What follows belongs to an exercise in optimizing a design on an open flow for small area; a production flow would make more cautious choices. In this exercise RTL edits were held to simulation tests only and were not proved equivalent to the original. Power is estimated from default activity; no workload was simulated. The flow treats the clock pin as an ideal source, which a real chip does not have.

==> inputs of try-violet <==
Design core_top, start of the top module:
module core_top #(
	parameter int PROG_DEPTH = 64
) (
	input logic clk,
	input logic rst,
	input logic run,
	input logic psel,
	input logic penable,
	input logic pwrite,
	input logic [31:0] paddr,
	input logic [31:0] pwdata,
	output logic [31:0] prdata,
	output logic pready,
	output logic pslverr,
	output logic retire_valid,
	output logic [3:0] retire_rd,
	output logic [31:0] retire_data,
	output logic [3:0] flags
);
==> module prog_mem, before the edit <==
module prog_mem (
	input logic clk,
	input logic psel,
	input logic penable,
	input logic pwrite,
	input logic [31:0] paddr,
	input logic [31:0] pwdata,
	output logic [31:0] prdata,
	output logic pready,
	output logic pslverr,
	input logic [5:0] fetch_addr,
	output logic fetch_ok,  
	output logic [31:0] rd_data
);
	logic ph;
	logic [31:0][31:0] ma;
	logic [31:0][31:0] mb;
	logic in_range;
	logic wr_acc;
	logic wr_now;
	logic pend;
	logic [4:0] pend_ring;
	logic [31:0] pend_data;
	logic wen;
	logic [4:0] wring;
	logic [31:0] wdata;
	assign in_range = (paddr[31:8] == 24'd0);
	assign pready = 1'b1;
	assign pslverr = !in_range;
	assign wr_acc = psel && penable && pwrite && in_range;
	assign wr_now = wr_acc && (paddr[2] != ph);
	always_ff @(posedge clk) begin
		ph <= !ph;
		pend <= wr_acc && (paddr[2] == ph);
		pend_ring <= paddr[7:3];
		pend_data <= pwdata;
	end
	assign wen = wr_now || pend;
	assign wring = pend ? pend_ring : paddr[7:3];
	assign wdata = pend ? pend_data : pwdata;
	always_ff @(posedge clk) begin
		for (int r = 0; r < 32; r++) begin
			ma[r] <= (wen && wring == 5'(r)) ? wdata : mb[r];
			mb[r] <= ma[r];
		end
	end
	logic apb_port;
	logic [4:0] rring;
	logic ren;
	logic [31:0] a_word;
	logic [31:0] cap;
	logic cap_fetch;
	assign apb_port = psel && (paddr[2] == ph);
	assign rring = apb_port ? paddr[7:3] : fetch_addr[5:1];
	assign ren = !apb_port || in_range;
	always_comb begin
		a_word = '0;
		for (int r = 0; r < 32; r++) begin
			a_word = a_word | ({32{ren && rring == 5'(r)}} & ma[r]);
		end
	end
	always_ff @(posedge clk) begin
		cap <= a_word;
		cap_fetch <= !apb_port;
	end
	assign prdata = (paddr[2] == ph) ? a_word : cap;
	assign rd_data = (fetch_addr[0] == ph) ? a_word : cap;
	assign fetch_ok = (fetch_addr[0] == ph) ? !apb_port : cap_fetch;
endmodule
Settings: LEC_CHECK=0, CAP_MARGIN=10, CORE_MARGIN=2, CORE_UTILIZATION=55, CTS_CLUSTER_DIAMETER=60, CTS_CLUSTER_SIZE=25, SLEW_MARGIN=10; clock period 10.0 ns.
run.sh (not shown) runs the stock make flow with config.mk's settings and CLKGATE_MAP_FILE= SYNTH_SCRIPT=/design/flow/synth_recipe.tcl, a recipe that flattens the netlist after the stock synthesis.
==> try-raven: changes against try-violet <==
--- a/flow/design.v
+++ b/flow/design.v
@@ -83,5 +83,8 @@
 	output logic [31:0] rd_data
 );
-	logic ph;
+	logic [1:0] q;
+	logic ph;  
+	logic pol_a;  
+	logic pol_b;  
 	logic [31:0][31:0] ma;
 	logic [31:0][31:0] mb;
@@ -91,6 +94,6 @@
 	logic pend;
 	logic [4:0] pend_ring;
-	logic [31:0] pend_data;
 	logic wen;
+	logic [31:0] cap;  
 	logic [4:0] wring;
 	logic [31:0] wdata;
@@ -100,18 +103,26 @@
 	assign wr_acc = psel && penable && pwrite && in_range;
 	assign wr_now = wr_acc && (paddr[2] != ph);
+	assign ph = q[0];
+	assign pol_a = q[1] ^ q[0];
+	assign pol_b = q[1];
 	always_ff @(posedge clk) begin
-		ph <= !ph;
+		q <= q + 2'd1;
 		pend <= wr_acc && (paddr[2] == ph);
 		pend_ring <= paddr[7:3];
-		pend_data <= pwdata;
 	end
 	assign wen = wr_now || pend;
 	assign wring = pend ? pend_ring : paddr[7:3];
-	assign wdata = pend ? pend_data : pwdata;
-	always_ff @(posedge clk) begin
-		for (int r = 0; r < 32; r++) begin
-			ma[r] <= (wen && wring == 5'(r)) ? wdata : mb[r];
-			mb[r] <= ma[r];
-		end
+	assign wdata = pend ? cap : pwdata;  
+	for (genvar r = 0; r < 32; r++) begin : g_ring
+		logic ins;
+		assign ins = wen && wring == 5'(r);
+		mem_ring u_ring (
+			.clk(clk),
+			.ins(ins),
+			.keep(!ins),
+			.wd(wdata ^ {32{pol_b}}),
+			.a(ma[r]),
+			.b(mb[r])
+		);
 	end
 	logic apb_port;
@@ -119,18 +130,22 @@
 	logic ren;
 	logic [31:0] a_word;
-	logic [31:0] cap;
 	logic cap_fetch;
 	assign apb_port = psel && (paddr[2] == ph);
 	assign rring = apb_port ? paddr[7:3] : fetch_addr[5:1];
 	assign ren = !apb_port || in_range;
+	logic [31:0] rsel;
+	logic [31:0] a_raw;
 	always_comb begin
-		a_word = '0;
-		for (int r = 0; r < 32; r++) begin
-			a_word = a_word | ({32{ren && rring == 5'(r)}} & ma[r]);
-		end
+		for (int r = 0; r < 32; r++) rsel[r] = ren && rring == 5'(r);
 	end
+	mem_rd u_rd (
+		.sel(rsel),
+		.words(ma),
+		.word(a_raw)
+	);
+	assign a_word = a_raw ^ {32{ren && pol_a}};
 	always_ff @(posedge clk) begin
-		cap <= a_word;
-		cap_fetch <= !apb_port;
+		cap <= wr_acc ? pwdata : a_word;
+		cap_fetch <= !apb_port && !wr_acc;
 	end
 	assign prdata = (paddr[2] == ph) ? a_word : cap;
@@ -139,4 +154,33 @@
 endmodule
 `default_nettype wire
+`default_nettype none
+module mem_rd (
+	input logic [31:0] sel,
+	input logic [31:0][31:0] words,
+	output logic [31:0] word
+);
+	always_comb begin
+		word = '0;
+		for (int r = 0; r < 32; r++) begin
+			word = word | ({32{sel[r]}} & words[r]);
+		end
+	end
+endmodule
+`default_nettype wire
+`default_nettype none
+module mem_ring (
+	input logic clk,
+	input logic ins,
+	input logic keep,  
+	input logic [31:0] wd,
+	output logic [31:0] a,
+	output logic [31:0] b
+);
+	always_ff @(posedge clk) begin
+		a <= ~(({32{ins}} | b) & ({32{keep}} | wd));
+		b <= a;
+	end
+endmodule
+`default_nettype wire
 `default_nettype none
 `timescale 1ns/1ns
==> flow/flow/run.sh (new file) <==
#!/bin/bash
set -euo pipefail
export CTS_ARGS="-sink_clustering_enable -repair_clock_nets -sink_clustering_size 30 -sink_clustering_max_diameter 70 -dont_use_dummy_load"
bash standard.sh finish > flow.log 2>&1
==> flow/standard.sh (new file) <==
#!/bin/bash
# synth_recipe.tcl (not shown) runs the flow's synth.tcl, then flattens the netlist and writes it again
# the make line also repeats each setting of config.mk as NAME=value (left out here)
make -C /OpenROAD-flow-scripts/flow DESIGN_CONFIG=/design/flow/config.mk WORK_HOME=/design/flow/orfs CLKGATE_MAP_FILE= SYNTH_SCRIPT=/design/flow/synth_recipe.tcl "${@:-finish}"
- CORE_UTILIZATION: 55 -> 65
- CTS_CLUSTER_DIAMETER: 60 -> 70
- CTS_CLUSTER_SIZE: 25 -> 30
- SYNTH_HIERARCHICAL: not set -> 1
removed: flow/run.sh
==> try-willow: changes against try-violet <==
--- a/flow/design.v
+++ b/flow/design.v
@@ -83,5 +83,8 @@
 	output logic [31:0] rd_data
 );
-	logic ph;
+	logic [1:0] q;
+	logic ph;  
+	logic pol_a;  
+	logic pol_b;  
 	logic [31:0][31:0] ma;
 	logic [31:0][31:0] mb;
@@ -91,6 +94,6 @@
 	logic pend;
 	logic [4:0] pend_ring;
-	logic [31:0] pend_data;
 	logic wen;
+	logic [31:0] cap;  
 	logic [4:0] wring;
 	logic [31:0] wdata;
@@ -100,18 +103,26 @@
 	assign wr_acc = psel && penable && pwrite && in_range;
 	assign wr_now = wr_acc && (paddr[2] != ph);
+	assign ph = q[0];
+	assign pol_a = q[1] ^ q[0];
+	assign pol_b = q[1];
 	always_ff @(posedge clk) begin
-		ph <= !ph;
+		q <= q + 2'd1;
 		pend <= wr_acc && (paddr[2] == ph);
 		pend_ring <= paddr[7:3];
-		pend_data <= pwdata;
 	end
 	assign wen = wr_now || pend;
 	assign wring = pend ? pend_ring : paddr[7:3];
-	assign wdata = pend ? pend_data : pwdata;
-	always_ff @(posedge clk) begin
-		for (int r = 0; r < 32; r++) begin
-			ma[r] <= (wen && wring == 5'(r)) ? wdata : mb[r];
-			mb[r] <= ma[r];
-		end
+	assign wdata = pend ? cap : pwdata;  
+	for (genvar r = 0; r < 32; r++) begin : g_ring
+		logic ins;
+		assign ins = wen && wring == 5'(r);
+		mem_ring u_ring (
+			.clk(clk),
+			.ins(ins),
+			.keep(!ins),
+			.wd(wdata ^ {32{pol_b}}),
+			.a(ma[r]),
+			.b(mb[r])
+		);
 	end
 	logic apb_port;
@@ -119,18 +130,22 @@
 	logic ren;
 	logic [31:0] a_word;
-	logic [31:0] cap;
 	logic cap_fetch;
 	assign apb_port = psel && (paddr[2] == ph);
 	assign rring = apb_port ? paddr[7:3] : fetch_addr[5:1];
 	assign ren = !apb_port || in_range;
+	logic [31:0] rsel;
+	logic [31:0] a_raw;
 	always_comb begin
-		a_word = '0;
-		for (int r = 0; r < 32; r++) begin
-			a_word = a_word | ({32{ren && rring == 5'(r)}} & ma[r]);
-		end
+		for (int r = 0; r < 32; r++) rsel[r] = ren && rring == 5'(r);
 	end
+	mem_rd u_rd (
+		.sel(rsel),
+		.words(ma),
+		.word(a_raw)
+	);
+	assign a_word = a_raw ^ {32{ren && pol_a}};
 	always_ff @(posedge clk) begin
-		cap <= a_word;
-		cap_fetch <= !apb_port;
+		cap <= wr_acc ? pwdata : a_word;
+		cap_fetch <= !apb_port && !wr_acc;
 	end
 	assign prdata = (paddr[2] == ph) ? a_word : cap;
@@ -139,4 +154,33 @@
 endmodule
 `default_nettype wire
+`default_nettype none
+module mem_rd (
+	input logic [31:0] sel,
+	input logic [31:0][31:0] words,
+	output logic [31:0] word
+);
+	always_comb begin
+		word = '0;
+		for (int r = 0; r < 32; r++) begin
+			word = word | ({32{sel[r]}} & words[r]);
+		end
+	end
+endmodule
+`default_nettype wire
+`default_nettype none
+module mem_ring (
+	input logic clk,
+	input logic ins,
+	input logic keep,  
+	input logic [31:0] wd,
+	output logic [31:0] a,
+	output logic [31:0] b
+);
+	always_ff @(posedge clk) begin
+		a <= ~(({32{ins}} | b) & ({32{keep}} | wd));
+		b <= a;
+	end
+endmodule
+`default_nettype wire
 `default_nettype none
 `timescale 1ns/1ns
==> flow/flow/run.sh (new file) <==
#!/bin/bash
set -euo pipefail
export CTS_ARGS="-sink_clustering_enable -repair_clock_nets -sink_clustering_size 30 -sink_clustering_max_diameter 70 -dont_use_dummy_load"
export BUFFER_PORTS_ARGS="-buffer_cell sky130_fd_sc_hd__buf_1"
bash standard.sh finish > flow.log 2>&1
==> flow/standard.sh (new file) <==
#!/bin/bash
# synth_recipe.tcl (not shown) runs the flow's synth.tcl, then flattens the netlist and writes it again
# the make line also repeats each setting of config.mk as NAME=value (left out here)
make -C /OpenROAD-flow-scripts/flow DESIGN_CONFIG=/design/flow/config.mk WORK_HOME=/design/flow/orfs CLKGATE_MAP_FILE= SYNTH_SCRIPT=/design/flow/synth_recipe.tcl "${@:-finish}"
- CORE_UTILIZATION: 55 -> 75
- CTS_CLUSTER_DIAMETER: 60 -> 70
- CTS_CLUSTER_SIZE: 25 -> 30
- SYNTH_HIERARCHICAL: not set -> 1
removed: flow/run.sh
==> try-ember: changes against try-violet <==
--- a/flow/design.v
+++ b/flow/design.v
@@ -83,5 +83,8 @@
 	output logic [31:0] rd_data
 );
-	logic ph;
+	logic [1:0] q;
+	logic ph;  
+	logic pol_a;  
+	logic pol_b;  
 	logic [31:0][31:0] ma;
 	logic [31:0][31:0] mb;
@@ -91,6 +94,6 @@
 	logic pend;
 	logic [4:0] pend_ring;
-	logic [31:0] pend_data;
 	logic wen;
+	logic [31:0] cap;  
 	logic [4:0] wring;
 	logic [31:0] wdata;
@@ -100,18 +103,26 @@
 	assign wr_acc = psel && penable && pwrite && in_range;
 	assign wr_now = wr_acc && (paddr[2] != ph);
+	assign ph = q[0];
+	assign pol_a = q[1] ^ q[0];
+	assign pol_b = q[1];
 	always_ff @(posedge clk) begin
-		ph <= !ph;
+		q <= q + 2'd1;
 		pend <= wr_acc && (paddr[2] == ph);
 		pend_ring <= paddr[7:3];
-		pend_data <= pwdata;
 	end
 	assign wen = wr_now || pend;
 	assign wring = pend ? pend_ring : paddr[7:3];
-	assign wdata = pend ? pend_data : pwdata;
-	always_ff @(posedge clk) begin
-		for (int r = 0; r < 32; r++) begin
-			ma[r] <= (wen && wring == 5'(r)) ? wdata : mb[r];
-			mb[r] <= ma[r];
-		end
+	assign wdata = pend ? cap : pwdata;  
+	for (genvar r = 0; r < 32; r++) begin : g_ring
+		logic ins;
+		assign ins = wen && wring == 5'(r);
+		mem_ring u_ring (
+			.clk(clk),
+			.ins(ins),
+			.keep(!ins),
+			.wd(wdata ^ {32{pol_b}}),
+			.a(ma[r]),
+			.b(mb[r])
+		);
 	end
 	logic apb_port;
@@ -119,18 +130,22 @@
 	logic ren;
 	logic [31:0] a_word;
-	logic [31:0] cap;
 	logic cap_fetch;
 	assign apb_port = psel && (paddr[2] == ph);
 	assign rring = apb_port ? paddr[7:3] : fetch_addr[5:1];
 	assign ren = !apb_port || in_range;
+	logic [31:0] rsel;
+	logic [31:0] a_raw;
 	always_comb begin
-		a_word = '0;
-		for (int r = 0; r < 32; r++) begin
-			a_word = a_word | ({32{ren && rring == 5'(r)}} & ma[r]);
-		end
+		for (int r = 0; r < 32; r++) rsel[r] = ren && rring == 5'(r);
 	end
+	mem_rd u_rd (
+		.sel(rsel),
+		.words(ma),
+		.word(a_raw)
+	);
+	assign a_word = a_raw ^ {32{ren && pol_a}};
 	always_ff @(posedge clk) begin
-		cap <= a_word;
-		cap_fetch <= !apb_port;
+		cap <= wr_acc ? pwdata : a_word;
+		cap_fetch <= !apb_port && !wr_acc;
 	end
 	assign prdata = (paddr[2] == ph) ? a_word : cap;
@@ -139,4 +154,33 @@
 endmodule
 `default_nettype wire
+`default_nettype none
+module mem_rd (
+	input logic [31:0] sel,
+	input logic [31:0][31:0] words,
+	output logic [31:0] word
+);
+	always_comb begin
+		word = '0;
+		for (int r = 0; r < 32; r++) begin
+			word = word | ({32{sel[r]}} & words[r]);
+		end
+	end
+endmodule
+`default_nettype wire
+`default_nettype none
+module mem_ring (
+	input logic clk,
+	input logic ins,
+	input logic keep,  
+	input logic [31:0] wd,
+	output logic [31:0] a,
+	output logic [31:0] b
+);
+	always_ff @(posedge clk) begin
+		a <= ~(({32{ins}} | b) & ({32{keep}} | wd));
+		b <= a;
+	end
+endmodule
+`default_nettype wire
 `default_nettype none
 `timescale 1ns/1ns
==> flow/flow/run.sh (new file) <==
#!/bin/bash
set -euo pipefail
export CTS_ARGS="-sink_clustering_enable -repair_clock_nets -sink_clustering_size 30 -sink_clustering_max_diameter 70 -dont_use_dummy_load"
bash standard.sh finish > flow.log 2>&1
==> flow/standard.sh (new file) <==
#!/bin/bash
# synth_recipe.tcl (not shown) runs the flow's synth.tcl, then flattens the netlist and writes it again
# the make line also repeats each setting of config.mk as NAME=value (left out here)
make -C /OpenROAD-flow-scripts/flow DESIGN_CONFIG=/design/flow/config.mk WORK_HOME=/design/flow/orfs CLKGATE_MAP_FILE= SYNTH_SCRIPT=/design/flow/synth_recipe.tcl "${@:-finish}"
- CORE_UTILIZATION: 55 -> 75
- CTS_CLUSTER_DIAMETER: 60 -> 70
- CTS_CLUSTER_SIZE: 25 -> 30
- SYNTH_HIERARCHICAL: not set -> 1
removed: flow/run.sh
==> results.txt <==
                                                                                       try-violet                try-raven               try-willow                try-ember
Initial cell density of the core                                                            0.554                    0.657                    0.753                    0.753
Violation count after the first detailed-routing iteration                                   5315                     5169                     5423                     6115
Status                                                                             finished clean           finished clean           finished clean           finished clean
Worst R2R Start                                                         u_exec.step[1]$_SDFF_PP0_   u_exec.ir[8]$_DFFE_PP_   u_exec.ir[8]$_DFFE_PP_  u_exec.ir[22]$_DFFE_PP_
Clock-pin slew of the registers on the worst-case setup and hold paths                    0.08 ns                  0.10 ns                  0.10 ns                  0.09 ns
Power density of the placed cells                                                     214 nW/um^2              206 nW/um^2              207 nW/um^2              205 nW/um^2
Smallest setup slack after layout                                                        0.573 ns                 0.441 ns                 0.825 ns                 0.471 ns
Net count after synthesis                                                                    7270                     6063                     6063                     6063
Min Tclk post-route                                                                       9.43 ns                  9.56 ns                  9.18 ns                  9.53 ns
Clock Skews                                                                             0.0464 ns                0.0964 ns                 0.101 ns                 0.114 ns
Skew-Pair Late Insertion Delay                                                            0.83 ns                  0.77 ns                  0.76 ns                  0.77 ns
Sequential cell fraction of total power                                                     0.598                    0.655                    0.662                    0.660
Non-clock buffers, area share                                                              0.0333                   0.0331                   0.0201                   0.0308
Number of buffers inserted during clock tree synthesis                                        153                      117                      111                      110
Placed instance count                                                                        8890                     7421                     7234                     7233
Count of inserted antenna diode cells                                                          11                        3                        6                        5
XOR/XNOR share of the synthesized area                                                    0.00183                   0.0131                   0.0131                   0.0131
Netlist Area Pre-Place                                                                 80600 um^2               77700 um^2               77700 um^2               77700 um^2
Slowest cell on the critical path                                       sky130_fd_sc_hd__a21boi_1  sky130_fd_sc_hd__nor2_1  sky130_fd_sc_hd__nor3_2   sky130_fd_sc_hd__or4_1

-- afterwards: timing with drivers on the ports --
In the flow no input, the clock included, has a driving cell. The finished layouts below were timed again as built, in two steps.
Step 1 (the two cells are an assumption about what drives the block):
set clk [get_ports {clk}]
set_driving_cell -lib_cell sky130_fd_sc_hd__clkbuf_16 $clk
set_driving_cell -lib_cell sky130_fd_sc_hd__buf_2 [delete_from_list [all_inputs] $clk]
Step 2, shift: input delay + t, output delay - t, t = (earliest + latest rising clock arrival at the registers) / 2. This alone moves slack from input paths to output paths.
Three values: ideal, step 1, step 2; two values: the first two.
| run | t (ns) | setup WS [ns] | worst setup path at the end | slew at the worst register clock pin (ns) | worst data-port slew with drivers (ns) |
|---|---|---|---|---|---|
| try-violet | 0.893 | 0.573 / 0.550 / 0.550 | input to output | 0.10 / 0.10 | 0.04 |
| try-raven | 0.795 | 0.441 / 0.417 / 0.417 | input to output | 0.11 / 0.11 | 0.13 |
| try-willow | 0.777 | 0.825 / 0.801 / 0.801 | input to output | 0.12 / 0.12 | 0.12 |
| try-ember | 0.788 | 0.471 / 0.442 / 0.442 | input to output | 0.12 / 0.12 | 0.13 |
After both steps every run listed still meets setup and hold. The setup slack of try-ember, which loses most, moves by -0.029 ns with the drivers and by -0.029 ns with both steps.
